From an optimization exercise on the open Yosys and OpenROAD flow, aimed at small area and a short achievable clock period; shortcuts taken in it are not production practice.
RTL that was checked went through simulation tests only; none was proved equivalent to the original.
No functional check of the RTL was part of runs 1 and 3 to 6.
Power figures rest on the tool's default switching activity, not on a simulated workload.

[flow/config.mk]
export PLATFORM = sky130hd
export DESIGN_NAME = pdl_ctrl
export DESIGN_NICKNAME = pdl_ctrl
export VERILOG_FILES = /design/flow/design.v
export SDC_FILE = /design/flow/constraint.sdc
export NUM_CORES = 4
export LEC_CHECK = 0
export CAP_MARGIN = 20
export CORE_MARGIN = 2
export CORE_UTILIZATION = 40
export SLEW_MARGIN = 20
[flow/constraint.sdc]
create_clock -name core_clock -period 3.4 [get_ports {clk}]
set_input_delay 0.6800 -clock core_clock [delete_from_list [all_inputs] [get_ports {clk}]]
set_output_delay 0.6800 -clock core_clock [all_outputs]
set_load 0.01 [all_outputs]
[flow/design.v]
module pdl_ctrl #(
   parameter int N       = 32,
   parameter int OUT_NUM = 8
) (
   input  logic                 clk,
   input  logic                 reset,
   input  logic                 cfg_valid,
   output logic                 cfg_ready,
   input  logic [7:0]           cfg_addr,
   input  logic [N-1:0]         cfg_data,
   output logic                 cfg_err,
   input  logic                 commit,
   input  logic                 arm,
   input  logic                 abort,
   input  logic                 ext_trigger,
   output logic [OUT_NUM-1:0]   ch_trigger,
   output logic [OUT_NUM*N-1:0] ch_dl,
   output logic [OUT_NUM*N-1:0] ch_wb,
   output logic                 busy,
   output logic                 commit_pending,
   output logic                 done
);
   logic                wr_en;
   logic                addr_lo;         
   logic [OUT_NUM-1:0]  hit_dl, hit_wb;
   logic                hit_mask, hit_on, hit_off, hit_shots, hit_any;
   always_comb begin
      wr_en     = cfg_valid & cfg_ready;
      addr_lo   = (cfg_addr[5:3] == 3'b000);
      for (int k = 0; k < OUT_NUM; k++) begin
         hit_dl[k] = wr_en & (cfg_addr[7:6] == 2'b00) & addr_lo & (cfg_addr[2:0] == 3'(k));
         hit_wb[k] = wr_en & (cfg_addr[7:6] == 2'b01) & addr_lo & (cfg_addr[2:0] == 3'(k));
      end
      hit_mask  = wr_en & (cfg_addr == 8'h80);
      hit_on    = wr_en & (cfg_addr == 8'h81);
      hit_off   = wr_en & (cfg_addr == 8'h82);
      hit_shots = wr_en & (cfg_addr == 8'h83);
      hit_any   = (|hit_dl) | (|hit_wb) | hit_mask | hit_on | hit_off | hit_shots;
   end
   always_ff @(posedge clk) begin
      cfg_ready <= ~reset;
      cfg_err   <= ~reset & wr_en & ~hit_any;
   end
   logic [N-1:0]       sh_dl  [OUT_NUM];
   logic [N-1:0]       sh_wb  [OUT_NUM];
   logic [OUT_NUM-1:0] sh_mask;
   logic [N-1:0]       sh_on, sh_off, sh_shots;
   logic [OUT_NUM-1:0] ld_dl, ld_wb, kp_dl, kp_wb;
   logic               ld_mask, ld_on, ld_off, ld_shots;
   logic               kp_mask, kp_on, kp_off, kp_shots;
   always_comb begin
      ld_dl    = hit_dl & {OUT_NUM{~reset}};
      ld_wb    = hit_wb & {OUT_NUM{~reset}};
      ld_mask  = hit_mask  & ~reset;
      ld_on    = hit_on    & ~reset;
      ld_off   = hit_off   & ~reset;
      ld_shots = hit_shots & ~reset;
      kp_dl    = ~hit_dl & {OUT_NUM{~reset}};
      kp_wb    = ~hit_wb & {OUT_NUM{~reset}};
      kp_mask  = ~hit_mask  & ~reset;
      kp_on    = ~hit_on    & ~reset;
      kp_off   = ~hit_off   & ~reset;
      kp_shots = ~hit_shots & ~reset;
   end
   always_ff @(posedge clk) begin
      for (int k = 0; k < OUT_NUM; k++) begin
         sh_dl[k] <= ({N{ld_dl[k]}} & cfg_data) | ({N{kp_dl[k]}} & sh_dl[k]);
         sh_wb[k] <= ({N{ld_wb[k]}} & cfg_data) | ({N{kp_wb[k]}} & sh_wb[k]);
      end
      sh_mask  <= ({OUT_NUM{ld_mask}} & cfg_data[OUT_NUM-1:0]) | ({OUT_NUM{kp_mask}} & sh_mask);
      sh_on    <= ({N{ld_on}}    & cfg_data) | ({N{kp_on}}    & sh_on);
      sh_off   <= ({N{ld_off}}   & cfg_data) | ({N{kp_off}}   & sh_off);
      sh_shots <= ({N{ld_shots}} & cfg_data) | ({N{kp_shots}} & sh_shots);
   end
   logic st_wait, st_on, st_off;
   logic idle;
   logic timer_one, shot_one;            
   logic last;                           
   logic to_idle;                        
   logic do_copy;
   logic cp, hd;                         
   assign idle    = ~busy;
   assign last    = st_on & timer_one & shot_one;
   assign to_idle = abort | last;
   assign do_copy = idle ? commit : ((commit | commit_pending) & to_idle);
   assign cp      = do_copy & ~reset;
   assign hd      = ~do_copy & ~reset;
   logic [N-1:0]       act_dl [OUT_NUM];
   logic [N-1:0]       act_wb [OUT_NUM];
   logic [OUT_NUM-1:0] act_mask;
   logic [N-1:0]       act_on, act_off, act_shots;
   always_ff @(posedge clk) begin
      for (int k = 0; k < OUT_NUM; k++) begin
         act_dl[k] <= ({N{cp}} & sh_dl[k]) | ({N{hd}} & act_dl[k]);
         act_wb[k] <= ({N{cp}} & sh_wb[k]) | ({N{hd}} & act_wb[k]);
      end
      act_mask  <= ({OUT_NUM{cp}} & sh_mask)  | ({OUT_NUM{hd}} & act_mask);
      act_on    <= ({N{cp}} & sh_on)    | ({N{hd}} & act_on);
      act_off   <= ({N{cp}} & sh_off)   | ({N{hd}} & act_off);
      act_shots <= ({N{cp}} & sh_shots) | ({N{hd}} & act_shots);
   end
   always_ff @(posedge clk) begin
      commit_pending <= ~reset & ~do_copy & (commit | commit_pending);
   end
   logic sync1, sync2, rise;
   always_ff @(posedge clk) begin
      sync1 <= ~reset & ext_trigger;
      sync2 <= ~reset & sync1;
   end
   assign rise = sync1 & ~sync2;
   logic [N-1:0] timer, shot;
   logic [N-1:0] on_v, off_v, shots_v;   
   logic         on_one, off_one, shots_one;
   always_comb begin
      on_one    = (act_on[N-1:1]    == '0);
      off_one   = (act_off[N-1:1]   == '0);
      shots_one = (act_shots[N-1:1] == '0);
      on_v      = {act_on[N-1:1],    act_on[0]    | on_one};
      off_v     = {act_off[N-1:1],   act_off[0]   | off_one};
      shots_v   = {act_shots[N-1:1], act_shots[0] | shots_one};
   end
   logic run;                            
   logic tload;                          
   assign run   = st_on | st_off;
   assign tload = ~run | timer_one;
   always_ff @(posedge clk) begin
      if (tload) begin
         timer     <= st_on ? off_v : on_v;
         timer_one <= st_on ? off_one : on_one;
      end else begin
         timer     <= timer - 1'b1;
         timer_one <= (timer == 2);
      end
   end
   always_ff @(posedge clk) begin
      if (~run) begin
         shot     <= shots_v;
         shot_one <= shots_one;
      end else if (st_off & timer_one) begin
         shot     <= shot - 1'b1;
         shot_one <= (shot == 2);
      end
   end
   logic mask_nz;
   assign mask_nz = |act_mask;
   always_ff @(posedge clk) begin
      if (reset | abort) begin
         st_wait    <= 1'b0;
         st_on      <= 1'b0;
         st_off     <= 1'b0;
         busy       <= 1'b0;
         done       <= 1'b0;
         ch_trigger <= '0;
      end else begin
         st_wait    <= (idle & arm & mask_nz) | (st_wait & ~rise);
         st_on      <= (st_wait & rise) | (st_on & ~timer_one) | (st_off & timer_one);
         st_off     <= (st_on & timer_one & ~shot_one) | (st_off & ~timer_one);
         busy       <= (idle & arm & mask_nz) | st_wait | st_off | (st_on & ~last);
         done       <= (idle & arm & ~mask_nz) | last;
         ch_trigger <= ((st_wait & rise) | (st_on & ~timer_one) | (st_off & timer_one))
                       ? act_mask : '0;
      end
   end
   for (genvar k = 0; k < OUT_NUM; k++) begin : g_pack
      assign ch_dl[k*N +: N] = act_dl[k];
      assign ch_wb[k*N +: N] = act_wb[k];
   end
endmodule
[flow/run.sh]
#!/bin/bash
# synth_recipe.tcl (not shown) runs the flow's synth.tcl, then flattens the netlist and writes it again
# the make line also repeats each setting of config.mk as NAME=value (left out here)
make -C /OpenROAD-flow-scripts/flow DESIGN_CONFIG=/design/flow/config.mk WORK_HOME=/design/flow/orfs CLKGATE_MAP_FILE= SYNTH_SCRIPT=/design/flow/synth_recipe.tcl finish
==> impl_metrics.tcl, run 1 <==
set metrics [dict create \
    crit_type "reg2out" \
    pwr_density_cell_nw_per_um2 581 \
    dr_total_vias 30700 \
    start_util 0.405 \
    num-fill-cells 9088 \
    grt_max_degree 91 \
    core_um2 104000 \
    io-pin-count 572 \
    stdcell_count 5332 \
    synth_simple_gate_area_frac 0.0437 \
    max-cap-violations 0 \
    setup_viol 0 \
    timing_max_transition_violations_final 0 \
    yosys_register_bits 1316 \
    hold-path-endpoint "act_dl[4][28]$_DFF_P_" \
    fin_setup_tns_ps 0 \
    rsz0062_at_grt "false" \
    rr_endpoint "shot[18]$_DFFE_PP_" \
    period_utilization 0.751 \
    timing.critical_path.buf_inv 1 \
    multi_input_comb_area_um2 14100 \
    crit_chain "clkdlybuf4s50_1" \
    yosysMostFrequentCell "dfxtp_1" \
    cts_repair_resize_count 0 \
    dr.first_iter.drc_count 3201 \
    final_period_minus_worst_setup_slack_ps 2550 \
    ir_worst_vdd_v 0.000389 \
    count_of_mapped_cells_out_of_synthesis 3393 \
    reg2reg_from "shot[8]$_DFFE_PP_" \
    post_cts_buffers 0 \
    crit_arrival_ps 1870 \
    yosys.area_share.xor_xnor 0.0117 \
    critical-path-top-delay-family "buffers and inverters" \
    synth_sequential_area_ratio 0.634 \
    dominantRegCellSynth "dfxtp_1" \
    hold-path-cell-count 1 \
    worst_skew_pair.late_latency_ps 740 \
    place_inst 5088 \
    hold_path_class "reg2reg" \
    final.hold.worst_slack_ps 452 \
    holdBufCountCts 0 \
    fp-row-count 118 \
    routed_via_density 5.76 \
    gp_congestion 0.805 \
    count_of_unique_library_cells_instantiated_by_yosys 55 \
    timing.critical_path.fanout_max 2 \
    htreeDepth 4 \
    ctsLongestPathBuffers 3 \
    synth_adder_area_share 0.00119 \
    combinational_family_with_the_most_area_after_synthesis "compound AO/OA/AOI/OAI gates" \
    floorplan.die_area_um2 108000 \
    async_flop_share 0 \
    status "finished clean" \
    vias_in_the_first_global_route 29200 \
    timing.hold.worst.start "sh_dl[4][28]$_DFF_P_" \
    relSlewSlack 0.230 \
    worst_path_largest_cell_delay_ps 710 \
    transition_time_at_the_pin_with_the_least_slew_margin_ps 1150 \
    clk_pin_slew_worst_paths_ps 60 \
    die_span_in_x_um 328 \
    cts_num_sinks 1316 \
    synth_area_leader_cell "dfxtp_1" \
    synth_top_area_share 0.611 \
    regArea_um2 26700 \
    post_synth_main_area_contributors "dfxtp_1 61%, a22o_1 26%, edfxtp_1 2.4%" \
    postSynthNetCount 3444 \
    globalRouteOverflowTotal 0 \
    cts_root_buf "clkbuf_16" \
    gr-usage-all-layers 0.261 \
    buffer_ports.inserted 571 \
    drt_drc_violations_left 0 \
    grt_pass1_wl_mm 208 \
    final_layout_size_suffix_gt1_frac 0.0979 \
    routed_wirelength_mm 146 \
    dpl.hpwl_mm 87.9 \
    setup.reg_to_reg.worst_slack_ps 890 \
    grt_antenna_before_repair 2 \
    crit_slowest_cell "clkdlybuf4s50_1" \
    crit_path_end_kind "output pin" \
    synth_area_per_cell_um2 12.4 \
    synth-edff-count 33 \
    start_kind "register" \
    layout_area_overhead_pct 27.4 \
    postRouteAntennaNets 0 \
    cts_made_buffers 136 \
    r2r_cells 5 \
    timing.final.hold_violations 0 \
    fin_worst_skew_ps 34.0 \
    synth.cell_area_um2 42100 \
    synth_common_cells "1283 x dfxtp_1, 1232 x a22o_1, 208 x clkbuf_1" \
    synthMuxAreaShare 0.00167 \
    worstPathRequired_ps 2720 \
    max_clock_freq_mhz 392 \
    synthesis.yosys.warnings 5 \
    synth_compound_gate_area_share 0.272 \
    route.detailed.wl_per_inst_um 27.3 \
    nNetsFinal 3898 \
    die_height_um 328 \
    number_of_optimization_iterations_in_the_first_detailed_route_pass 5 \
    tritoncts "yes" \
    static-leakage-power_nw 20.5 \
]
==> worst register-to-register path: stages, from the launching register on <==
cell	delay, ps
edfxtp_1	440
or4_4	590
nor4b_4	740
nand3b_1	200
xor2_1	210
o21ai_0	90
==> state kept, by name (all words and copies together) (netlist names), 8 cells and up <==
name,cells
shot,32
timer,32
sh_shots,32
sh_wb,256
act_wb,256
act_shots,32
act_mask,8
act_dl,256
sh_on,32
act_off,32
act_on,32
ch_trigger,8
sh_mask,8
sh_off,32
sh_dl,256
==> stage by stage <==
| step | instance area, um^2 | setup WS [ps] | power, mW | utilization |
|---|---|---|---|---|
| 2_1_floorplan | 42100 | 1190 | 16.3 | - |
| 3_3_place_gp | 49200 | 251 | 16.8 | 0.473 |
| 3_5_place_dp | 49200 | 242 | 16.8 | 0.473 |
| 4_1_cts | 53600 | 816 | 31.3 | 0.515 |
| 5_1_grt | 53600 | 688 | 32.0 | 0.515 |
| 6_report | 53600 | 848 | 31.1 | 0.516 |
==> placed cells by master (no fill, tap or decap), types with 25 or more instances in the layout <==
cell	synthesis	final
buf_2	104	31
clkdlybuf4s50_1	0	540
clkbuf_16	0	139
xor2_1	46	46
nor2_1	65	43
buf_12	0	29
o21ai_0	27	27
edfxtp_1	33	33
clkbuf_1	208	42
a211oi_1	25	25
a21oi_1	32	30
nor4_1	31	31
nor2b_1	27	27
a22o_1	1232	1232
buf_4	2	68
clkbuf_8	0	28
dfxtp_1	1283	1282
nand2_1	54	54
==> cell type report <==
cell class	count	area share
sequential	1316	0.498
multi-input combinational	1715	0.263
timing repair buffer	669	0.125
clock buffer	209	0.0750
tap	1380	0.0322
clock inverter	33	0.00694
inverter	9	0.000630
antenna	1	0.0000467
==> how the worst max path moves through the flow <==
stage	startpoint	to	depth (start not counted)
final	act_dl[6][31]$_DFF_P_	ch_dl[223]	1
after global routing	shot[0]$_DFFE_PP_	shot[14]$_DFFE_PP_	7
after CTS	act_dl[6][31]$_DFF_P_	ch_dl[223]	1
after detailed placement	cfg_addr[2]	sh_on[7]$_DFF_P_	7
after global placement	cfg_addr[2]	sh_on[9]$_DFF_P_	7
after floorplan	shot[0]$_DFFE_PP_	shot[16]$_DFFE_PP_	8
==> kinds of logic after synthesis <==
logic type	after synthesis
simple gates	308
xor+xnor	56
mux	7
compound gates	1340
fa+ha+maj	4
flops	1316
buf+inv	362
==> metal layers <==
metal  share of wire  wire length, um  global-route usage
met5               0                0                   0
met4           0.042             6150               0.115
met3           0.082            12000              0.0769
met2            0.44            64400               0.389
met1            0.43            63000               0.350
==> report_power, final <==
part | internal, mW | total (mW) | switching [mW]
registers | 15.5 | 15.5 | 0.00679
logic | 0.154 | 0.990 | 0.837
clock network | 8.37 | 14.6 | 6.26
total | 24.0 | 31.1 | 7.10
==> run 2: changes to the inputs <==
--- a/flow/design.v
+++ b/flow/design.v
@@ -77,11 +77,8 @@
    logic timer_one, shot_one;            
    logic last;                           
-   logic to_idle;                        
    logic do_copy;
    logic cp, hd;                         
    assign idle    = ~busy;
-   assign last    = st_on & timer_one & shot_one;
-   assign to_idle = abort | last;
-   assign do_copy = idle ? commit : ((commit | commit_pending) & to_idle);
+   assign do_copy = (commit & (idle | abort | last)) | (commit_pending & (abort | last));
    assign cp      = do_copy & ~reset;
    assign hd      = ~do_copy & ~reset;
@@ -150,4 +147,5 @@
          st_off     <= 1'b0;
          busy       <= 1'b0;
+         last       <= 1'b0;
          done       <= 1'b0;
          ch_trigger <= '0;
@@ -158,4 +156,7 @@
          busy       <= (idle & arm & mask_nz) | st_wait | st_off | (st_on & ~last);
          done       <= (idle & arm & ~mask_nz) | last;
+         last       <= (st_wait & rise & on_one & shots_one)
+                     | (st_on & ~timer_one & (timer == 2) & shot_one)
+                     | (st_off & timer_one & on_one & (shot == 2));
          ch_trigger <= ((st_wait & rise) | (st_on & ~timer_one) | (st_off & timer_one))
                        ? act_mask : '0;
==> flow/flow/run.sh (new file) <==
#!/bin/bash
# The standard layout, except that buffer_ports uses plain buf_2 cells
# for the port buffers instead of the delay cells it picks by default.
# The make output goes to standard.log in the work folder; ORFS's own
# per-step logs stay under orfs/logs/.
set -euo pipefail
cat >> config.mk <<'EOF'
export BUFFER_PORTS_ARGS = -buffer_cell sky130_fd_sc_hd__buf_2
EOF
bash standard.sh > standard.log 2>&1
==> flow/standard.sh (new file) <==
#!/bin/bash
# synth_recipe.tcl (not shown) runs the flow's synth.tcl, then flattens the netlist and writes it again
# the make line also repeats each setting of config.mk as NAME=value (left out here)
make -C /OpenROAD-flow-scripts/flow DESIGN_CONFIG=/design/flow/config.mk WORK_HOME=/design/flow/orfs CLKGATE_MAP_FILE= SYNTH_SCRIPT=/design/flow/synth_recipe.tcl "${@:-finish}"
--- a/flow/config.mk
+++ b/flow/config.mk
@@ -8,4 +8,8 @@
 export CAP_MARGIN = 20
 export CORE_MARGIN = 2
-export CORE_UTILIZATION = 40
+export CORE_UTILIZATION = 60
+export CTS_CLUSTER_DIAMETER = 100
+export CTS_CLUSTER_SIZE = 30
+export SETUP_SLACK_MARGIN = 1.3
 export SLEW_MARGIN = 20
+export BUFFER_PORTS_ARGS = -buffer_cell sky130_fd_sc_hd__buf_2
removed: flow/run.sh
==> run 2 against run 1 <==
Net effect:
- largest power group unchanged
- synthesized cell count decreased by 0.27%
- sequential share of layout area increased by 6.2 points
- setup slack improved by 400 ps
- critical endpoint is now shot[22]$_DFFE_PP_
==> impl_metrics.tcl, run 2 <==
set metrics [dict create \
    status "finished clean" \
    grt_max_degree 135 \
    dr_total_vias 30900 \
    clk_pin_slew_worst_paths_ps 110 \
    synth_area_per_cell_um2 12.5 \
    layout_common_cells "1283 x dfxtp_1, 1232 x a22o_1, 571 x buf_2" \
    transition_time_at_the_pin_with_the_least_slew_margin_ps 1120 \
    synth-edff-count 33 \
    start_util 0.605 \
    ctsLongestPathBuffers 3 \
    floorplan.die_area_um2 72600 \
    io-pin-count 572 \
    crit_type "reg2reg" \
    worst_skew_pair.late_latency_ps 660 \
    dpl.hpwl_mm 81.4 \
    fin_worst_skew_ps 28.6 \
    crit_arrival_ps 2550 \
    period_utilization 0.633 \
    postSynthNetCount 3435 \
    timing.final.hold_violations 0 \
    timing.critical_path.fanout_max 7 \
    worst_path_largest_cell_delay_ps 500 \
    max_clock_freq_mhz 464 \
    htreeDepth 2 \
    setup_viol 0 \
    crit_chain "inv_1 -> ha_1 -> nor3b_4 -> nand4_4 -> buf_6 -> nor4_4 -> xnor2_1 -> o21ai_1" \
    cts_made_buffers 49 \
    number_of_optimization_iterations_in_the_first_detailed_route_pass 6 \
    postRouteAntennaNets 0 \
    nNetsFinal 3819 \
    core_um2 69900 \
    drt_drc_violations_left 0 \
    synth.cell_area_um2 42300 \
    pwr_density_cell_nw_per_um2 496 \
    synthesis.yosys.warnings 5 \
    worstPathRequired_ps 3800 \
    start_kind "register" \
    routed_via_density 6.56 \
    final_period_minus_worst_setup_slack_ps 2150 \
    gp_congestion 0.872 \
    static-leakage-power_nw 20.2 \
    holdBufCountCts 0 \
    tritoncts "yes" \
    yosys_register_bits 1317 \
    routed_wirelength_mm 133 \
    buffer_ports.inserted 571 \
    layout_area_overhead_pct 12.7 \
    die_height_um 269 \
    synth_area_leader_cell "dfxtp_1" \
    max-cap-violations 0 \
    fin_setup_tns_ps 0 \
    gr-usage-all-layers 0.347 \
    yosysMostFrequentCell "dfxtp_1" \
    crit_path_end_kind "register" \
    final_critical_path_setup_slack_ps 1250 \
    globalRouteOverflowTotal 0 \
    count_of_mapped_cells_out_of_synthesis 3384 \
    timing_max_transition_violations_final 0 \
    die_span_in_x_um 269 \
    dr.first_iter.drc_count 3095 \
    post_synth_main_area_contributors "dfxtp_1 61%, a22o_1 26%, edfxtp_1 2.3%" \
    cts_num_sinks 1317 \
    dominantRegCellSynth "dfxtp_1" \
    grt_pass1_wl_mm 194 \
    relSlewSlack 0.253 \
    final_layout_size_suffix_gt1_frac 0.219 \
    final_common_cell "dfxtp_1" \
    synth_sequential_area_ratio 0.631 \
    synth_top_area_share 0.608 \
    rsz0062_at_grt "true" \
    count_of_unique_library_cells_instantiated_by_yosys 61 \
    fp-row-count 97 \
    final.hold.worst_slack_ps 256 \
    crit_slowest_cell "edfxtp_1" \
    dp_slack_ps 577 \
    ir_worst_vdd_v 0.000523 \
    async_flop_share 0 \
    route.detailed.wl_per_inst_um 28.3 \
    cts_root_buf "clkbuf_16" \
    synth_common_cells "1284 x dfxtp_1, 1232 x a22o_1, 196 x clkbuf_1" \
    vias_in_the_first_global_route 29500 \
    layout.core_utilization 0.682 \
    grt_antenna_before_repair 5 \
    hold_path_class "in2reg" \
]
[run 2: cell types whose count changed in the layout (fill, tap and decap cells not counted), sizes merged, moves of 9 or more]
cell,before,now
a21oi,32,49
clkbuf,209,53
clkdlybuf4s50,540,0
buf,129,673
nor3,33,24
clkinv,23,1
xnor2,10,27
xor2,46,23
nor2,67,56
[run 2: path summary, 6_finish.rpt]
check,start,to,slack (ps),cells after the start
hold reg to reg,sh_wb[7][25]$_DFF_P_,act_wb[7][25]$_DFF_P_,470,1
hold / removal,ext_trigger,sync1$_DFF_P_,260,2
setup / recovery,shot[0]$_DFFE_PP_,shot[22]$_DFFE_PP_,1250,8
setup reg to reg,shot[0]$_DFFE_PP_,shot[22]$_DFFE_PP_,1250,8
[run 2: kinds of logic (layout without fill, tap and decap cells)]
group | after synthesis | count (layout) | synth area share
other | 0 | 1 | 0
flip-flops | 1317 | 1317 | 0.631
buffers and inverters | 350 | 736 | 0.0371
multiplexers | 9 | 9 | 0.00213
AND/OR/NAND/NOR | 294 | 294 | 0.0441
AO/OA/AOI/OAI | 1360 | 1362 | 0.274
adder cells (fa/ha/maj) | 4 | 4 | 0.00118
XOR/XNOR | 50 | 50 | 0.0104
[run 2: metrics by stage]
step	instances	power [mW]	cell area (um^2)
after CTS	4685	23.6	47200
after global routing	4712	24.2	47700
final	4713	23.6	47700
after global placement	4613	16.7	45700
after floorplan	3384	16.3	42300
after detailed placement	4613	16.7	45700
[run 2: per-layer routing]
metal  global-route usage  wire length (um)  share of wire  vias up
li1                     -                 -              -    13600
met1                0.460             53400           0.40    15700
met2                0.551             61300           0.46     1393
met3               0.0858             12600          0.094      290
met4                0.135              5930          0.045        2
met5                    0                 7       0.000053        -
[run 2: what timing repair did]
| item | in CTS | in global routing |
|---|---|---|
| cloned | 0 | 2 |
| endpoints found under the setup margin | 116 | 673 |
| pin swaps | 14 | 18 |
| endpoints found under the hold margin | 0 | 0 |
| buffers inserted | 17 | 22 |
| resized for setup | 15 | 44 |
[run 2: power by group]
group / switching (mW) / internal [mW] / leakage [nW] / total, mW
clock: 4.54 / 2.64 / 0.620 / 7.18
sequential: 0.00886 / 15.5 / 10.7 / 15.5
combinational: 0.812 / 0.136 / 8.80 / 0.948
total: 5.36 / 18.3 / 20.2 / 23.6
[run 2: worst max-delay path: cells and delay by family (launching register included)]
| kind | cells | cell delay [ps] |
|---|---|---|
| xor gates and xnor gates | 1 | 150 |
| DFF | 1 | 500 |
| adders and majority gates | 1 | 200 |
| AOI/OAI and AO/OA | 1 | 70 |
| buffers and inverters | 2 | 320 |
| and+or+nand+nor | 3 | 680 |
[run 2: final cells by class]
cell class	instances	area, um^2
clock inverters	3	22.5
inverters	7	26.3
fillers	5256	22200
clock buffers	52	1240
well taps	940	1180
diodes	1	2.50
flip-flops and latches	1317	26700
repair buffers	674	4070
multi-input cells	1719	14400
==> run 3: changes to the inputs <==
--- a/flow/design.v
+++ b/flow/design.v
@@ -130,11 +130,28 @@
       end
    end
+   logic       shot_two, z8, z16, z24;
+   logic [N-1:0] shot_dec;
+   always_comb begin
+      for (int i = 0; i < N; i++) begin
+         logic brw;
+         brw = 1'b1;
+         for (int j = (i / 8) * 8; j < i; j++) brw = brw & ~shot[j];
+         if (i >= 8)  brw = brw & z8;
+         if (i >= 16) brw = brw & z16;
+         if (i >= 24) brw = brw & z24;
+         shot_dec[i] = shot[i] ^ brw;
+      end
+   end
    always_ff @(posedge clk) begin
+      shot_two <= (shot == 2);
+      z8       <= (shot[7:0]  == '0);
+      z16      <= (shot[15:0] == '0);
+      z24      <= (shot[23:0] == '0);
       if (~run) begin
          shot     <= shots_v;
          shot_one <= shots_one;
       end else if (st_off & timer_one) begin
-         shot     <= shot - 1'b1;
-         shot_one <= (shot == 2);
+         shot     <= shot_dec;
+         shot_one <= shot_two;
       end
    end
@@ -158,5 +175,5 @@
          last       <= (st_wait & rise & on_one & shots_one)
                      | (st_on & ~timer_one & (timer == 2) & shot_one)
-                     | (st_off & timer_one & on_one & (shot == 2));
+                     | (st_off & timer_one & on_one & shot_two);
          ch_trigger <= ((st_wait & rise) | (st_on & ~timer_one) | (st_off & timer_one))
                        ? act_mask : '0;
--- a/flow/config.mk
+++ b/flow/config.mk
@@ -10,6 +10,6 @@
 export CORE_UTILIZATION = 60
 export CTS_CLUSTER_DIAMETER = 100
-export CTS_CLUSTER_SIZE = 30
-export SETUP_SLACK_MARGIN = 1.3
+export CTS_CLUSTER_SIZE = 25
+export SETUP_SLACK_MARGIN = 1.4
 export SLEW_MARGIN = 20
 export BUFFER_PORTS_ARGS = -buffer_cell sky130_fd_sc_hd__buf_2
==> run 3 against run 2 <==
Net effect:
- clock power up 12%
- synthesized cell count up 0.30%
- cell area up 5.3%
- sequential cell count up 4
- setup slack worse by 110 ps
- combinational power up 15%
- first-iteration DRC count up 36%
- cell count up 2.4%
- sequential power about the same
- clock-buffer cell count up 12
==> impl_metrics.tcl, run 3 <==
set metrics [dict create \
    die_height_um 269 \
    crit_path_frequent_cell "buf_6" \
    hold_path_class "in2reg" \
    worst_skew_pair.late_latency_ps 710 \
    synth_area_leader_cell "dfxtp_1" \
    nNetsFinal 3937 \
    gr-usage-all-layers 0.377 \
    route.detailed.wl_per_inst_um 31.0 \
    dr_total_vias 32700 \
    fp-row-count 97 \
    count_of_unique_library_cells_instantiated_by_yosys 56 \
    dpl.hpwl_mm 84.2 \
    fin_worst_skew_ps 45.7 \
    placed_area_um2 45800 \
    core_um2 69800 \
    die_span_in_x_um 269 \
    grt_antenna_before_repair 3 \
    tritoncts "yes" \
    dominantRegCellSynth "dfxtp_1" \
    stdcell_count 4828 \
    transition_time_at_the_pin_with_the_least_slew_margin_ps 1090 \
    status "finished clean" \
    yosys_register_bits 1321 \
    final.hold.worst_slack_ps 229 \
    cts_num_sinks 1321 \
    vias_in_the_first_global_route 31000 \
    synth.cell_area_um2 42200 \
    yosysMostFrequentCell "dfxtp_1" \
    synthesis.yosys.warnings 5 \
    grt_pass1_wl_mm 208 \
    synth_area_per_cell_um2 12.4 \
    synth_common_cells "1288 x dfxtp_1, 1232 x a22o_1, 261 x clkbuf_1" \
    start_kind "primary input" \
    max-cap-violations 0 \
    routed_via_density 6.76 \
    reg2reg_from "cfg_ready$_DFF_P_" \
    static-leakage-power_nw 21.4 \
    rsz0062_at_grt "true" \
    io-pin-count 572 \
    gp_congestion 0.922 \
    postSynthNetCount 3451 \
    layout_common_cells "1286 x dfxtp_1, 1232 x a22o_1, 570 x buf_2" \
    number_of_optimization_iterations_in_the_first_detailed_route_pass 6 \
    floorplan.die_area_um2 72400 \
    crit_path_end_kind "register" \
    grt_max_degree 99 \
    dp_slack_ps 349 \
    timing.hold.worst.start "cfg_addr[7]" \
    worstPathRequired_ps 4030 \
    crit_type "in2reg" \
    crit_slowest_cell "or4_4" \
    postRouteAntennaNets 0 \
    post_synth_main_area_contributors "dfxtp_1 61%, a22o_1 26%, edfxtp_1 2.3%" \
    r2r_cells 9 \
    layout_area_overhead_pct 19.0 \
    final_critical_path_setup_slack_ps 1140 \
    hold-path-cell-count 2 \
    period_utilization 0.665 \
    synth-edff-count 33 \
    relSlewSlack 0.274 \
    routed_wirelength_mm 150 \
    async_flop_share 0 \
    pwr_density_cell_nw_per_um2 491 \
    timing.critical_path.fanout_max 10 \
    cts_root_buf "clkbuf_16" \
    start_util 0.604 \
    crit_arrival_ps 2890 \
    hold-path-endpoint "cfg_err$_DFF_P_" \
    dr.first_iter.drc_count 4206 \
    ctsLongestPathBuffers 3 \
    rr_endpoint "sh_dl[3][17]$_DFF_P_" \
    timing_max_transition_violations_final 0 \
    synth_top_area_share 0.611 \
    count_of_mapped_cells_out_of_synthesis 3394 \
    final_layout_size_suffix_gt1_frac 0.239 \
    power.total_mw 24.6 \
    setup_viol 0 \
    timing.final.hold_violations 0 \
    htreeDepth 2 \
    globalRouteOverflowTotal 0 \
    drt_drc_violations_left 0 \
    fin_setup_tns_ps 0 \
    place_inst 4633 \
    clk_pin_slew_worst_paths_ps 100 \
    ir_worst_vdd_v 0.000454 \
    final_period_minus_worst_setup_slack_ps 2260 \
    synth_sequential_area_ratio 0.635 \
    buffer_ports.inserted 571 \
    crit_chain "buf_6 -> or4_4 -> buf_6 -> or3_4 -> buf_12 -> buf_6 -> nor3_4 -> buf_6 -> clkbuf_16 -> a22o_1" \
    worst_path_largest_cell_delay_ps 540 \
    setup.reg_to_reg.worst_slack_ps 1210 \
    layout.core_utilization 0.719 \
    final_common_cell "dfxtp_1" \
    cts_made_buffers 58 \
    final_cell_area_um2 50200 \
    max_clock_freq_mhz 442 \
]
-- run 3: critical path: cells and delay by family --
family / cells / cell delay, ps
AOI/OAI and AO/OA: 1 / 120
and+or+nand+nor: 3 / 1130
buffers and inverters: 6 / 950
-- run 3: worst max path at each step --
stage / startpoint / endpoint / slack [ps] / depth (start not counted)
final: cfg_addr[3] / sh_dl[3][17]$_DFF_P_ / 1140 / 10
after global routing: cfg_addr[3] / sh_dl[3][12]$_DFF_P_ / 1140 / 10
after CTS: cfg_addr[3] / sh_dl[1][0]$_DFF_P_ / 1250 / 11
after detailed placement: cfg_addr[3] / sh_dl[4][5]$_DFF_P_ / 350 / 8
after global placement: cfg_addr[3] / sh_dl[1][20]$_DFF_P_ / -370 / 5
after floorplan: cfg_addr[3] / sh_dl[6][1]$_DFF_P_ / 910 / 8
-- run 3: power breakdown --
group          leakage (nW)  internal (mW)  switching (mW)
clock                 0.761           3.21            4.80
sequential             10.8           15.5         0.00745
combinational          9.84          0.188           0.900
-- run 3: repair_timing --
action,4_1_cts,5_1_grt
endpoints found under the setup margin,1109,816
buffers inserted,38,32
resized for setup,109,75
cloned,24,33
pin swaps,15,11
hold buffers,0,0
-- run 3: cell type report --
cell class	instances	area (um^2)
clock inverters	3	62.6
flip-flops and latches	1321	26800
clock buffers	64	1500
multi-input cells	1711	14500
repair buffers	768	6100
inverters	20	78.8
fillers	4877	19600
well taps	940	1180
diodes	1	2.50
-- run 3: metal layers --
| layer | track usage | routed length, um | vias to the layer above |
|---|---|---|---|
| met4 | 0.175 | 7470 | 2 |
| met3 | 0.0894 | 15600 | 361 |
| met1 | 0.497 | 58100 | 16500 |
| li1 | - | - | 13900 |
| met5 | 0 | 13 | - |
| met2 | 0.588 | 68300 | 1888 |
-- run 3: logic make-up after synthesis --
family | after synthesis | share of synthesized area
compound gates | 1387 | 0.279
xor+xnor | 28 | 0.00581
fa+ha+maj | 10 | 0.00297
buf+inv | 371 | 0.0370
flops | 1321 | 0.635
mux | 7 | 0.00166
simple gates | 270 | 0.0386
==> run 4: changes to the inputs <==
--- a/flow/config.mk
+++ b/flow/config.mk
@@ -8,5 +8,5 @@
 export CAP_MARGIN = 20
 export CORE_MARGIN = 2
-export CORE_UTILIZATION = 60
+export CORE_UTILIZATION = 70
 export CTS_CLUSTER_DIAMETER = 100
 export CTS_CLUSTER_SIZE = 25
==> run 4 against run 3 <==
Net effect:
- largest power group unchanged
- still clean
- global-route usage is 4.6 points higher
- largest cell class unchanged
- cell count is 3.6% lower
- sequential share of layout area is 0.68 points higher
- cell area fell by 1.3%
==> impl_metrics.tcl, run 4 <==
set metrics [dict create \
    status "finished clean" \
    synth_common_cells "1288 x dfxtp_1, 1232 x a22o_1, 261 x clkbuf_1" \
    cts_num_sinks 1321 \
    r2r_cells 9 \
    nNetsFinal 3928 \
    die_height_um 249 \
    max_clock_freq_mhz 438 \
    gr-usage-all-layers 0.422 \
    rr_endpoint "sh_wb[2][15]$_DFF_P_" \
    num-fill-cells 3208 \
    global_route.usage.met3 0.120 \
    crit_type "in2reg" \
    synth-edff-count 33 \
    startpoint_of_the_most_critical_setup_path "cfg_addr[5]" \
    crit_path_end_kind "register" \
    dominantRegCellSynth "dfxtp_1" \
    route.detailed.wl_per_inst_um 31.4 \
    pwr_density_cell_nw_per_um2 494 \
    count_of_mapped_cells_out_of_synthesis 3394 \
    static-leakage-power_nw 21.2 \
    period_utilization 0.671 \
    hold_path_class "in2reg" \
    final_common_cell "dfxtp_1" \
    netSwitchingFraction 0.229 \
    routed_via_density 7.22 \
    dpl.hpwl_mm 81.0 \
    die_span_in_x_um 249 \
    fin_setup_tns_ps 0 \
    crit_arrival_ps 2900 \
    dr.first_iter.drc_count 4784 \
    max-cap-violations 0 \
    timing_max_transition_violations_final 0 \
    grtUsageMet1 0.538 \
    worstPathRequired_ps 4010 \
    routed_wirelength_mm 146 \
    yosysMostFrequentCell "dfxtp_1" \
    number_of_optimization_iterations_in_the_first_detailed_route_pass 6 \
    worst_skew_pair.late_latency_ps 690 \
    transition_time_at_the_pin_with_the_least_slew_margin_ps 1090 \
    buffer_ports.inserted 571 \
    grt_antenna_before_repair 3 \
    cts_made_buffers 58 \
    grt_max_degree 124 \
    clk_pin_slew_worst_paths_ps 90 \
    drt_drc_violations_left 0 \
    fp-row-count 89 \
    io-pin-count 572 \
    reg2reg_from "cfg_ready$_DFF_P_" \
    synth_top_area_share 0.611 \
    reported_net_switching_power_mw 5.61 \
    dr_total_vias 33600 \
    layout_common_cells "1286 x dfxtp_1, 1232 x a22o_1, 570 x buf_2" \
    postSynthNetCount 3451 \
    ir_worst_vdd_v 0.000443 \
    start_util 0.712 \
    core_um2 59200 \
    holdBufCountCts 0 \
    rsz0062_at_grt "true" \
    synth.cell_area_um2 42200 \
    busiest_layer "met2" \
    power.clock.fraction 0.323 \
    grt_pass1_wl_mm 201 \
    start_kind "primary input" \
    tritoncts "yes" \
    fin_worst_skew_ps 35.7 \
    cts_root_buf "clkbuf_16" \
    yosys_register_bits 1321 \
    synthesis.yosys.warnings 5 \
    cp-endpoint "sh_wb[2][15]$_DFF_P_" \
    synth_area_per_cell_um2 12.4 \
    final_layout_size_suffix_gt1_frac 0.235 \
    vias_in_the_first_global_route 31700 \
    count_of_unique_library_cells_instantiated_by_yosys 56 \
    setup_viol 0 \
    htreeDepth 2 \
    relSlewSlack 0.269 \
    setup.reg_to_reg.worst_slack_ps 1220 \
    ctsLongestPathBuffers 3 \
    power.total_mw 24.5 \
    synth_sequential_area_ratio 0.635 \
    timing.critical_path.fanout_max 7 \
    use_met2 0.640 \
    globalRouteOverflowTotal 0 \
    gp_congestion 0.901 \
    post_synth_main_area_contributors "dfxtp_1 61%, a22o_1 26%, edfxtp_1 2.3%" \
    internal_power_mw 18.9 \
    timing.final.hold_violations 0 \
    final_period_minus_worst_setup_slack_ps 2280 \
    postRouteAntennaNets 0 \
    power.combinational.fraction 0.042 \
    async_flop_share 0 \
    layout_area_overhead_pct 17.5 \
    floorplan.die_area_um2 62200 \
    seqPwrFrac 0.635 \
    synth_area_leader_cell "dfxtp_1" \
]
-- run 4: routing by layer --
metal  part of all wire  vias to the layer above  routed length [um]
met5            0.00015                        -                  22
met4              0.074                        4               10900
met3               0.12                      601               17900
met2               0.45                     2557               65100
met1               0.36                    16600               52400
li1                   -                    13900                   -
-- run 4: worst max-delay path, cell delays in order --
cell and delay [ps]:
buf_2 110, or4_4 590, or3_4 370, buf_12 150
buf_12 140, buf_4 140, nor3_4 210, buf_6 200
clkbuf_16 180, a22o_1 120
-- run 4: per-stage QoR --
step	cell area (um^2)	instances	util	hold slack [ps]	setup WS, ps
final	49500	4653	0.836	236	1120
after global placement	45700	4466	0.771	448	499
after detailed placement	45700	4467	0.771	453	419
after global routing	49500	4653	0.836	233	1130
after floorplan	42400	3394	-	419	912
after CTS	48400	4592	0.816	215	1200
-- run 4: repair_timing --
action                     in CTS  in global routing
gates resized for setup        69                 77
setup endpoints to repair     803                998
pin swaps                      10                 16
cloned                         20                 29
setup buffers                  37                 30
-- run 4: layout make-up --
type                    instances  area, um^2  area share
flip-flops and latches       1321       26800       0.541
multi-input cells            1708       14400       0.290
repair buffers                762        5800       0.117
clock buffers                  64        1470      0.0298
well taps                     773         967      0.0195
inverters                      20        75.1     0.00152
clock inverters                 4        63.8     0.00129
diodes                          1        2.50   0.0000505
-- run 4: worst min-delay path by stage --
| stage | endpoint | depth (start not counted) | startpoint | slack (ps) |
|---|---|---|---|---|
| floorplan | sync2$_DFF_P_ | 2 | sync1$_DFF_P_ | 420 |
| global route | sync1$_DFF_P_ | 2 | ext_trigger | 230 |
| detailed placement | act_off[26]$_DFF_P_ | 1 | sh_off[26]$_DFF_P_ | 450 |
| global placement | sync2$_DFF_P_ | 2 | sync1$_DFF_P_ | 450 |
| finish | cfg_err$_DFF_P_ | 2 | cfg_addr[7] | 240 |
| CTS | cfg_err$_DFF_P_ | 2 | cfg_addr[7] | 220 |
-- run 4: cell families (layout without fill, tap and decap cells) --
logic type | after synthesis | count (layout) | share of synthesized area
muxes | 7 | 7 | 0.00166
DFF | 1321 | 1321 | 0.635
buffers and inverters | 371 | 850 | 0.0370
xor gates and xnor gates | 28 | 28 | 0.00581
adders and majority gates | 10 | 10 | 0.00297
AOI/OAI and AO/OA | 1387 | 1393 | 0.279
and+or+nand+nor | 270 | 270 | 0.0386
other | 0 | 1 | 0
-- run 4: power groups by stage --
stage	sequential (mW)	combinational, mW	clock [mW]
2_1_floorplan	15.9	0.490	0
3_3_place_gp	15.9	0.886	0
3_5_place_dp	15.9	0.901	0
4_1_cts	15.5	0.930	7.81
5_1_grt	15.5	1.02	8.34
6_report	15.5	1.02	7.91
==> run 5: changes to the inputs <==
--- a/flow/design.v
+++ b/flow/design.v
@@ -21,24 +21,13 @@
    output logic                 done
 );
-   logic                wr_en;
-   logic                addr_lo;         
-   logic [OUT_NUM-1:0]  hit_dl, hit_wb;
-   logic                hit_mask, hit_on, hit_off, hit_shots, hit_any;
-   always_comb begin
-      wr_en     = cfg_valid & cfg_ready;
-      addr_lo   = (cfg_addr[5:3] == 3'b000);
-      for (int k = 0; k < OUT_NUM; k++) begin
-         hit_dl[k] = wr_en & (cfg_addr[7:6] == 2'b00) & addr_lo & (cfg_addr[2:0] == 3'(k));
-         hit_wb[k] = wr_en & (cfg_addr[7:6] == 2'b01) & addr_lo & (cfg_addr[2:0] == 3'(k));
-      end
-      hit_mask  = wr_en & (cfg_addr == 8'h80);
-      hit_on    = wr_en & (cfg_addr == 8'h81);
-      hit_off   = wr_en & (cfg_addr == 8'h82);
-      hit_shots = wr_en & (cfg_addr == 8'h83);
-      hit_any   = (|hit_dl) | (|hit_wb) | hit_mask | hit_on | hit_off | hit_shots;
-   end
+   logic [19:0] ld, kp;
+   logic        err_d;
+   pdl_decode u_decode (
+      .cfg_valid(cfg_valid), .cfg_ready(cfg_ready), .cfg_addr(cfg_addr),
+      .reset(reset), .ld(ld), .kp(kp), .err(err_d)
+   );
    always_ff @(posedge clk) begin
       cfg_ready <= ~reset;
-      cfg_err   <= ~reset & wr_en & ~hit_any;
+      cfg_err   <= err_d;
    end
    logic [N-1:0]       sh_dl  [OUT_NUM];
@@ -50,16 +39,16 @@
    logic               kp_mask, kp_on, kp_off, kp_shots;
    always_comb begin
-      ld_dl    = hit_dl & {OUT_NUM{~reset}};
-      ld_wb    = hit_wb & {OUT_NUM{~reset}};
-      ld_mask  = hit_mask  & ~reset;
-      ld_on    = hit_on    & ~reset;
-      ld_off   = hit_off   & ~reset;
-      ld_shots = hit_shots & ~reset;
-      kp_dl    = ~hit_dl & {OUT_NUM{~reset}};
-      kp_wb    = ~hit_wb & {OUT_NUM{~reset}};
-      kp_mask  = ~hit_mask  & ~reset;
-      kp_on    = ~hit_on    & ~reset;
-      kp_off   = ~hit_off   & ~reset;
-      kp_shots = ~hit_shots & ~reset;
+      ld_dl    = ld[7:0];
+      ld_wb    = ld[15:8];
+      ld_mask  = ld[16];
+      ld_on    = ld[17];
+      ld_off   = ld[18];
+      ld_shots = ld[19];
+      kp_dl    = kp[7:0];
+      kp_wb    = kp[15:8];
+      kp_mask  = kp[16];
+      kp_on    = kp[17];
+      kp_off   = kp[18];
+      kp_shots = kp[19];
    end
    always_ff @(posedge clk) begin
@@ -109,8 +98,17 @@
    logic [N-1:0] on_v, off_v, shots_v;   
    logic         on_one, off_one, shots_one;
-   always_comb begin
-      on_one    = (act_on[N-1:1]    == '0);
-      off_one   = (act_off[N-1:1]   == '0);
-      shots_one = (act_shots[N-1:1] == '0);
+   logic         on_hz, off_hz, shots_hz, timer_hz, shot_hz;   
+   logic         timer_two, shot_is2;
+   pdl_hz u_on_hz    (.v(act_on),    .z(on_hz));
+   pdl_hz u_off_hz   (.v(act_off),   .z(off_hz));
+   pdl_hz u_shots_hz (.v(act_shots), .z(shots_hz));
+   pdl_hz u_timer_hz (.v(timer),     .z(timer_hz));
+   pdl_hz u_shot_hz  (.v(shot),      .z(shot_hz));
+   assign timer_two = timer_hz & timer[1] & ~timer[0];
+   assign shot_is2  = shot_hz  & shot[1]  & ~shot[0];
+   always_comb begin
+      on_one    = on_hz    & ~act_on[1];
+      off_one   = off_hz   & ~act_off[1];
+      shots_one = shots_hz & ~act_shots[1];
       on_v      = {act_on[N-1:1],    act_on[0]    | on_one};
       off_v     = {act_off[N-1:1],   act_off[0]   | off_one};
@@ -121,14 +119,36 @@
    assign run   = st_on | st_off;
    assign tload = ~run | timer_one;
+   logic [N-1:0] tld, timer_dec;
+   logic         tz8, tz16, tz24;
+   assign tld = st_on ? off_v : on_v;
+   always_comb begin
+      for (int i = 0; i < N; i++) begin
+         logic brw;
+         brw = 1'b1;
+         for (int j = (i / 8) * 8; j < i; j++) brw = brw & ~timer[j];
+         if (i >= 8  && i < 16) brw = brw & tz8;
+         if (i >= 16 && i < 24) brw = brw & tz16;
+         if (i >= 24)           brw = brw & tz24;
+         timer_dec[i] = timer[i] ^ brw;
+      end
+   end
    always_ff @(posedge clk) begin
       if (tload) begin
-         timer     <= st_on ? off_v : on_v;
+         timer     <= tld;
          timer_one <= st_on ? off_one : on_one;
+         tz8       <= (tld[7:0]  == '0);
+         tz16      <= (tld[15:0] == '0);
+         tz24      <= (tld[23:0] == '0);
       end else begin
-         timer     <= timer - 1'b1;
-         timer_one <= (timer == 2);
+         timer     <= timer_dec;
+         timer_one <= timer_two;
+         tz8       <= (timer[7:0]  == 8'd1);
+         tz16      <= (timer[15:0] == 16'd1);
+         tz24      <= (timer[23:0] == 24'd1);
       end
    end
    logic       shot_two, z8, z16, z24;
+   logic       lz8, lz16, lz24;
+   pdl_lowz u_lowz (.v(shot[23:0]), .z8(lz8), .z16(lz16), .z24(lz24));
    logic [N-1:0] shot_dec;
    always_comb begin
@@ -144,8 +164,8 @@
    end
    always_ff @(posedge clk) begin
-      shot_two <= (shot == 2);
-      z8       <= (shot[7:0]  == '0);
-      z16      <= (shot[15:0] == '0);
-      z24      <= (shot[23:0] == '0);
+      shot_two <= shot_is2;
+      z8       <= lz8;
+      z16      <= lz16;
+      z24      <= lz24;
       if (~run) begin
          shot     <= shots_v;
@@ -174,5 +194,5 @@
          done       <= (idle & arm & ~mask_nz) | last;
          last       <= (st_wait & rise & on_one & shots_one)
-                     | (st_on & ~timer_one & (timer == 2) & shot_one)
+                     | (st_on & ~timer_one & timer_two & shot_one)
                      | (st_off & timer_one & on_one & shot_two);
          ch_trigger <= ((st_wait & rise) | (st_on & ~timer_one) | (st_off & timer_one))
@@ -185,2 +205,50 @@
    end
 endmodule
+module pdl_hz (
+   input  logic [31:0] v,
+   output logic        z
+);
+   assign z = ~|v[31:2];
+endmodule
+module pdl_lowz (
+   input  logic [23:0] v,
+   output logic        z8,
+   output logic        z16,
+   output logic        z24
+);
+   logic a, b, c;
+   assign a   = ~|v[7:0];
+   assign b   = ~|v[15:8];
+   assign c   = ~|v[23:16];
+   assign z8  = a;
+   assign z16 = a & b;
+   assign z24 = a & b & c;
+endmodule
+module pdl_decode (
+   input  logic        cfg_valid,
+   input  logic        cfg_ready,
+   input  logic [7:0]  cfg_addr,
+   input  logic        reset,
+   output logic [19:0] ld,
+   output logic [19:0] kp,
+   output logic        err
+);
+   logic       wr_en, g_dl, g_wb, g_cf;
+   logic [7:0] lo;
+   logic [19:0] hit;
+   always_comb begin
+      wr_en = cfg_valid & cfg_ready;
+      g_dl  = wr_en & (cfg_addr[7:3] == 5'b00000);
+      g_wb  = wr_en & (cfg_addr[7:3] == 5'b01000);
+      g_cf  = wr_en & (cfg_addr[7:3] == 5'b10000) & ~cfg_addr[2];
+      for (int k = 0; k < 8; k++) lo[k] = (cfg_addr[2:0] == 3'(k));
+      for (int k = 0; k < 8; k++) begin
+         hit[k]     = g_dl & lo[k];
+         hit[8 + k] = g_wb & lo[k];
+      end
+      for (int k = 0; k < 4; k++) hit[16 + k] = g_cf & lo[k];
+      ld  = hit & {20{~reset}};
+      kp  = ~hit & {20{~reset}};
+      err = ~reset & wr_en & ~(g_dl | g_wb | g_cf);
+   end
+endmodule
--- a/flow/config.mk
+++ b/flow/config.mk
@@ -8,8 +8,9 @@
 export CAP_MARGIN = 20
 export CORE_MARGIN = 2
-export CORE_UTILIZATION = 70
+export CORE_UTILIZATION = 60
 export CTS_CLUSTER_DIAMETER = 100
 export CTS_CLUSTER_SIZE = 25
-export SETUP_SLACK_MARGIN = 1.4
+export SETUP_SLACK_MARGIN = 1.35
 export SLEW_MARGIN = 20
+export SYNTH_HIERARCHICAL = 1
 export BUFFER_PORTS_ARGS = -buffer_cell sky130_fd_sc_hd__buf_2
==> run 5 against run 4 <==
Net effect:
- still clean on timing, DRC and antenna
- fmax is 6.3% higher
- worst hold slack better by 32 ps
- clock-buffer cell count is 1 higher
- synthesized cell count is 0.80% higher
- setup slack better by 140 ps
- die area is 17% higher
- critical endpoint is now sh_wb[2][27]$_DFF_P_
- largest power group unchanged
- highest routed layer unchanged
==> impl_metrics.tcl, run 5 <==
set metrics [dict create \
    grt_pass1_wl_mm 201 \
    grt_max_degree 156 \
    async_flop_share 0 \
    final_common_cell "dfxtp_1" \
    period_utilization 0.631 \
    fin_setup_tns_ps 0 \
    die_span_in_x_um 270 \
    regArea_um2 26800 \
    synth_sequential_area_ratio 0.634 \
    setup_viol 0 \
    synth.cell_area_um2 42400 \
    status "finished clean" \
    power.clock.fraction 0.321 \
    core_um2 69900 \
    tritoncts "yes" \
    netSwitchingFraction 0.228 \
    power.combinational.fraction 0.041 \
    grt_antenna_before_repair 3 \
    layout_area_overhead_pct 14.9 \
    place_inst 4638 \
    max-cap-violations 0 \
    routed_wirelength_mm 142 \
    final.hold.worst_slack_ps 267 \
    ir_worst_vdd_v 0.000411 \
    holdBufCountCts 0 \
    floorplan.die_area_um2 72700 \
    yosysMostFrequentCell "dfxtp_1" \
    count_of_unique_library_cells_instantiated_by_yosys 60 \
    max_clock_freq_mhz 466 \
    drt_drc_violations_left 0 \
    dr.first_iter.drc_count 3490 \
    cts_root_buf "clkbuf_16" \
    final_critical_path_setup_slack_ps 1250 \
    timing.critical_path.fanout_max 16 \
    relSlewSlack 0.232 \
    dominantRegCellSynth "dfxtp_1" \
    dp_slack_ps 461 \
    synth-edff-count 33 \
    synth_area_per_cell_um2 12.4 \
    timing_max_transition_violations_final 0 \
    crit_arrival_ps 2710 \
    seqPwrFrac 0.638 \
    post_synth_main_area_contributors "dfxtp_1 61%, a22o_1 25%, edfxtp_1 2.3%" \
    layout_common_cells "1288 x dfxtp_1, 1232 x a22o_1, 571 x buf_2" \
    count_of_mapped_cells_out_of_synthesis 3421 \
    final_layout_size_suffix_gt1_frac 0.222 \
    crit_slowest_cell "nor2_1" \
    postRouteAntennaNets 0 \
    fp-row-count 97 \
    pwr_density_cell_nw_per_um2 501 \
    routed_via_density 6.67 \
    clk_pin_slew_worst_paths_ps 100 \
    worstPathRequired_ps 3970 \
    postSynthNetCount 3485 \
    die_height_um 270 \
    cts_num_sinks 1324 \
    gp_congestion 0.884 \
    synthesis.yosys.warnings 12 \
    vias_in_the_first_global_route 30300 \
    route.detailed.wl_per_inst_um 29.9 \
    cts_made_buffers 58 \
    dr_total_vias 31800 \
    synth_top_area_share 0.610 \
    rsz0062_at_grt "true" \
    final_period_minus_worst_setup_slack_ps 2150 \
    worst_skew_pair.late_latency_ps 680 \
    start_util 0.606 \
    num-fill-cells 5020 \
    synth_common_cells "1291 x dfxtp_1, 1232 x a22o_1, 213 x clkbuf_1" \
    nNetsFinal 3878 \
    static-leakage-power_nw 20.5 \
    multi_input_comb_area_um2 14600 \
    buffer_ports.inserted 571 \
    crit_path_end_kind "register" \
    ctsLongestPathBuffers 3 \
    synth_area_leader_cell "dfxtp_1" \
    reported_net_switching_power_mw 5.55 \
    crit_chain "buf_2 -> nand2b_1 -> nor2_1 -> a21oi_4 -> a22o_1" \
    stdcell_count 4764 \
    yosys_register_bits 1324 \
    worst_path_largest_cell_delay_ps 690 \
    timing.final.hold_violations 0 \
    timing.critical_path.buf_inv 1 \
    transition_time_at_the_pin_with_the_least_slew_margin_ps 1150 \
    fin_worst_skew_ps 23.2 \
    critical-path-top-delay-family "simple AND/OR/NAND/NOR gates" \
    globalRouteOverflowTotal 0 \
    htreeDepth 2 \
    hold_path_class "in2reg" \
    gr-usage-all-layers 0.358 \
    dpl.hpwl_mm 84.1 \
    start_kind "primary input" \
    number_of_optimization_iterations_in_the_first_detailed_route_pass 8 \
    io-pin-count 572 \
    crit_type "in2reg" \
    internal_power_mw 18.8 \
]
==> run 5: cell count changes after synthesis, moves of 14 or more <==
| cell | previous run | this run |
|---|---|---|
| buf_2 | 21 | 89 |
| clkbuf_1 | 261 | 213 |
| nand2_1 | 20 | 67 |
| o21ai_0 | 12 | 45 |
| a211oi_1 | 28 | 2 |
| mux2_2 | 0 | 22 |
| buf_4 | 22 | 1 |
| nor2b_1 | 27 | 8 |
| a21oi_1 | 58 | 42 |
| a31oi_1 | 23 | 9 |
==> run 5: logic make-up after synthesis <==
group	after synthesis	synth area share
xor gates and xnor gates	29	0.00600
adders and majority gates	17	0.00502
buffers and inverters	371	0.0376
muxes	33	0.00845
AOI/OAI and AO/OA	1348	0.270
and+or+nand+nor	299	0.0392
DFF	1324	0.634
==> run 5: worst paths after layout <==
check,slack (ps),to,cells past startpoint,start
max,1250,sh_wb[2][27]$_DFF_P_,5,cfg_addr[1]
min,270,commit_pending$_DFF_P_,2,commit
max reg2reg,1270,sh_on[26]$_DFF_P_,7,cfg_ready$_DFF_P_
min reg2reg,470,sync2$_DFF_P_,2,sync1$_DFF_P_
==> run 5: area by class of cell <==
class	instances	area share
Antenna cell	4	0.000206
Inverter	23	0.00177
Tap cell	940	0.0242
Multi-Input combinational cell	1737	0.299
Clock buffer	65	0.0308
Sequential cell	1324	0.551
Clock inverter	1	0.000180
Timing Repair Buffer	670	0.0922
==> run 5: Yosys stat by module, one instance, submodules excluded <==
module	area, um^2	flip-flops and latches	cells inside	copies in the design
pdl_hz	70.1	0	11	5
pdl_decode	453	0	83	1
pdl_ctrl	41500	1324	3274	1
pdl_lowz	72.6	0	9	1
==> run 5: through the flow <==
step                utilization  total power [mW]  cell area (um^2)
floorplan                     -              16.4             42800
global placement          0.655              16.8             45800
detailed placement        0.656              16.8             45900
CTS                       0.683              24.3             47700
global route              0.696              25.0             48700
finish                    0.696              24.4             48700
==> run 5: per-layer routing <==
layer  part of all wire  vias to the layer above  GRT usage
met5           0.000077                        -          0
met4              0.046                        2      0.141
met3               0.10                      292     0.0915
met2               0.46                     1668      0.560
met1               0.40                    16000      0.476
li1                   -                    13800          -
==> run 5: repair_timing <==
action                                  in CTS  in global routing
gates resized for setup                     39                 73
buffers inserted                             9                 16
gates cloned                                 6                 25
pin swaps                                    8                 19
endpoints found under the setup margin     645                783
==> run 5: power by group through the flow <==
stage	clock, mW	sequential [mW]	combinational, mW
floorplan	0	15.9	0.518
global placement	0	15.9	0.880
detailed placement	0	15.9	0.900
CTS	7.86	15.6	0.925
global route	8.42	15.6	1.00
finish	7.83	15.6	0.992
==> run 6: changes to the inputs <==
--- a/flow/config.mk
+++ b/flow/config.mk
@@ -11,5 +11,5 @@
 export CTS_CLUSTER_DIAMETER = 100
 export CTS_CLUSTER_SIZE = 25
-export SETUP_SLACK_MARGIN = 1.35
+export SETUP_SLACK_MARGIN = 1.2
 export SLEW_MARGIN = 20
 export SYNTH_HIERARCHICAL = 1
==> run 6 against run 5 <==
Net effect:
- clock-buffer cell count rose by 1
- largest power group unchanged
- synthesized area did not move
- first-iteration DRC count fell by 3.2%
- critical path type is now reg2reg
- synthesized cell count did not move
- cell count fell by 0.80%
- non-clock buffer count fell by 25
- still clean on timing, DRC and antenna
- sequential share of layout area rose by 1.3 points
- critical path depth did not move
- clock skew rose by 4.8 ps
- power fell by 0.18%
- die area did not move
- via count fell by 2.9%
==> impl_metrics.tcl, run 6 <==
set metrics [dict create \
    io-pin-count 572 \
    fin_setup_tns_ps 0 \
    dr.first_iter.drc_count 3378 \
    crit_path_end_kind "register" \
    post_synth_main_area_contributors "dfxtp_1 61%, a22o_1 25%, edfxtp_1 2.3%" \
    die_span_in_x_um 270 \
    period_utilization 0.647 \
    timing.hold.worst.start "ext_trigger" \
    max-cap-violations 0 \
    reg2reg_from "cfg_ready$_DFF_P_" \
    routed_wirelength_mm 134 \
    grt_pass1_wl_mm 198 \
    crit_arrival_ps 2790 \
    multi_input_comb_area_um2 14200 \
    routed_via_density 6.52 \
    number_of_optimization_iterations_in_the_first_detailed_route_pass 6 \
    postSynthNetCount 3485 \
    transition_time_at_the_pin_with_the_least_slew_margin_ps 1130 \
    num_antenna_cells 0 \
    setup_viol 0 \
    route.detailed.wl_per_inst_um 28.3 \
    synth-edff-count 33 \
    start_util 0.606 \
    dpl.hpwl_mm 83.2 \
    tritoncts "yes" \
    pwr_density_cell_nw_per_um2 512 \
    drt_drc_violations_left 0 \
    vias_in_the_first_global_route 29900 \
    gp_congestion 0.942 \
    synth_area_leader_cell "dfxtp_1" \
    synth_area_per_cell_um2 12.4 \
    layout_common_cells "1290 x dfxtp_1, 1232 x a22o_1, 571 x buf_2" \
    grt_max_degree 153 \
    dp_slack_ps 561 \
    hold_path_class "in2reg" \
    dominantRegCellSynth "dfxtp_1" \
    regArea_um2 26800 \
    grt_antenna_before_repair 7 \
    count_of_mapped_cells_out_of_synthesis 3421 \
    r2r_cells 5 \
    count_of_unique_library_cells_instantiated_by_yosys 60 \
    layout.core_utilization 0.680 \
    final_critical_path_setup_slack_ps 1200 \
    timing_max_transition_violations_final 0 \
    final_common_cell "dfxtp_1" \
    ir_worst_vdd_v 0.000458 \
    setup.reg_to_reg.worst_slack_ps 1200 \
    fp-row-count 97 \
    worst_skew_pair.late_latency_ps 670 \
    synth_sequential_area_ratio 0.634 \
    stdcell_count 4726 \
    timing.final.hold_violations 0 \
    postRouteAntennaNets 0 \
    static-leakage-power_nw 20.2 \
    floorplan.die_area_um2 72700 \
    rr_endpoint "sh_shots[30]$_DFF_P_" \
    hold-path-endpoint "sync1$_DFF_P_" \
    final_layout_size_suffix_gt1_frac 0.210 \
    core_um2 69900 \
    htreeDepth 2 \
    async_flop_share 0 \
    cts_root_buf "clkbuf_16" \
    final_period_minus_worst_setup_slack_ps 2200 \
    globalRouteOverflowTotal 0 \
    start_kind "register" \
    rsz0062_at_grt "true" \
    yosysMostFrequentCell "dfxtp_1" \
    place_inst 4655 \
    max_clock_freq_mhz 454 \
    dr_total_vias 30800 \
    synthesis.yosys.warnings 12 \
    layout_area_overhead_pct 12.3 \
    fin_worst_skew_ps 28.0 \
    timing.critical_path.fanout_max 32 \
    crit_type "reg2reg" \
    synth.cell_area_um2 42400 \
    buffer_ports.inserted 571 \
    num-fill-cells 5251 \
    clk_pin_slew_worst_paths_ps 90 \
    cts_num_sinks 1324 \
    yosys_register_bits 1324 \
    synth_common_cells "1291 x dfxtp_1, 1232 x a22o_1, 213 x clkbuf_1" \
    nNetsFinal 3842 \
    cts_made_buffers 58 \
    hold-path-cell-count 2 \
    power.total_mw 24.3 \
    ctsLongestPathBuffers 3 \
    gr-usage-all-layers 0.355 \
    die_height_um 270 \
    status "finished clean" \
    synth_top_area_share 0.610 \
    relSlewSlack 0.247 \
    worstPathRequired_ps 3990 \
]
-- run 6: cell count changes in the layout (fill, tap and decap cells not counted), sizes merged, moves of 2 or more --
cell    change
a21oi       -9
buf        -11
clkbuf     -12
clkinv      +2
diode       -4
-- run 6: final cells by class --
| class | instances | share of cell area |
|---|---|---|
| Tap cell | 940 | 0.0247 |
| Sequential cell | 1324 | 0.564 |
| Inverter | 23 | 0.00182 |
| Clock inverter | 2 | 0.000684 |
| Clock buffer | 66 | 0.0316 |
| Timing Repair Buffer | 645 | 0.0778 |
| Multi-Input combinational cell | 1726 | 0.299 |
-- run 6: through the flow --
| step | cell area, um^2 | hold WS (ps) |
|---|---|---|
| after floorplan | 42400 | 419 |
| after global placement | 45800 | 449 |
| after detailed placement | 45900 | 442 |
| after CTS | 47400 | 218 |
| after global routing | 47500 | 270 |
| final | 47500 | 257 |
-- run 6: critical path, cell delays in order, from the launching register on --
cell,delay [ps]
dfxtp_1,430
nand4bb_4,230
or4_4,640
nor3_2,310
buf_6,320
a22o_1,200
-- run 6: modules after synthesis, one instance, submodules excluded --
| module | cells inside | flops+latches | times used | area, um^2 |
|---|---|---|---|---|
| pdl_ctrl | 3274 | 1324 | 1 | 41500 |
| pdl_decode | 83 | 0 | 1 | 453 |
| pdl_lowz | 9 | 0 | 1 | 72.6 |
| pdl_hz | 11 | 0 | 5 | 70.1 |
-- run 6: worst max path at each step --
stage / from / endpoint / slack, ps / cells after the start
after detailed placement: cfg_addr[5] / sh_dl[4][25]$_DFF_P_ / 560 / 6
after CTS: cfg_ready$_DFF_P_ / sh_off[12]$_DFF_P_ / 1200 / 5
after global routing: cfg_ready$_DFF_P_ / sh_shots[10]$_DFF_P_ / 1150 / 5
after floorplan: cfg_addr[5] / sh_dl[4][31]$_DFF_P_ / 1110 / 6
final: cfg_ready$_DFF_P_ / sh_shots[30]$_DFF_P_ / 1200 / 5
after global placement: cfg_addr[5] / sh_dl[4][3]$_DFF_P_ / 580 / 6
-- run 6: logic make-up (layout without fill, tap and decap cells) --
family | Yosys count | count (layout) | share of synthesized area
compound gates | 1348 | 1348 | 0.270
xor+xnor | 29 | 29 | 0.00600
fa+ha+maj | 17 | 17 | 0.00502
buf+inv | 371 | 736 | 0.0376
flops | 1324 | 1324 | 0.634
mux | 33 | 33 | 0.00845
simple gates | 299 | 299 | 0.0392
-- run 6: per-layer routing --
metal,GRT usage,up-vias,part of all wire
li1,-,13600,-
met1,0.476,15600,0.41
met2,0.555,1370,0.46
met3,0.0870,261,0.091
met4,0.138,2,0.044
met5,0,-,0.000060
-- run 6: repair_timing --
action	in CTS	in global routing
gates resized for setup	2	17
setup buffers	0	1
hold buffers	0	0
setup endpoints to repair	288	347
-- run 6: power by group --
group / switching [mW] / total [mW] / internal, mW
logic: 0.811 / 0.959 / 0.148
clock network: 4.68 / 7.82 / 3.14
registers: 0.00744 / 15.6 / 15.6

-- port drivers added, routing unchanged --
No port has a modelled driver above. Below, the same layouts with a new extraction and two added sets of constraints.
Step 1 assumes that a clkbuf_16 drives the clock port and a buf_2 every other input.
Step 2 also shifts input and output timing later by t, the mid clock arrival at the registers, as if the neighbouring blocks saw the same clock.
Three values: ideal, step 1, step 2; two values: the first two.
run	t, ns	setup slack, ns	hold WS [ns]	worst setup path at the end	clock arrival spread, ns
run 1	0.809	0.848 / 0.770 / 0.205	0.452 / 0.451 / 0.452	input to register	0.047 / 0.048
run 2	0.720	1.246 / 1.246 / 0.597	0.256 / 0.222 / 0.472	input to register	0.032 / 0.032
run 3	0.755	1.140 / 1.170 / 0.415	0.229 / 0.184 / 0.467	input to register	0.052 / 0.052
run 4	0.738	1.118 / 1.099 / 0.361	0.236 / 0.194 / 0.477	input to register	0.041 / 0.040
run 5	0.736	1.254 / 1.256 / 0.520	0.267 / 0.218 / 0.466	input to register	0.027 / 0.027
run 6	0.727	1.199 / 1.199 / 0.637	0.257 / 0.211 / 0.469	input to register	0.030 / 0.030
After both steps every run listed still meets setup and hold. The setup slack of run 4, which loses most, moves by -0.019 ns with the drivers and by -0.757 ns with both steps.
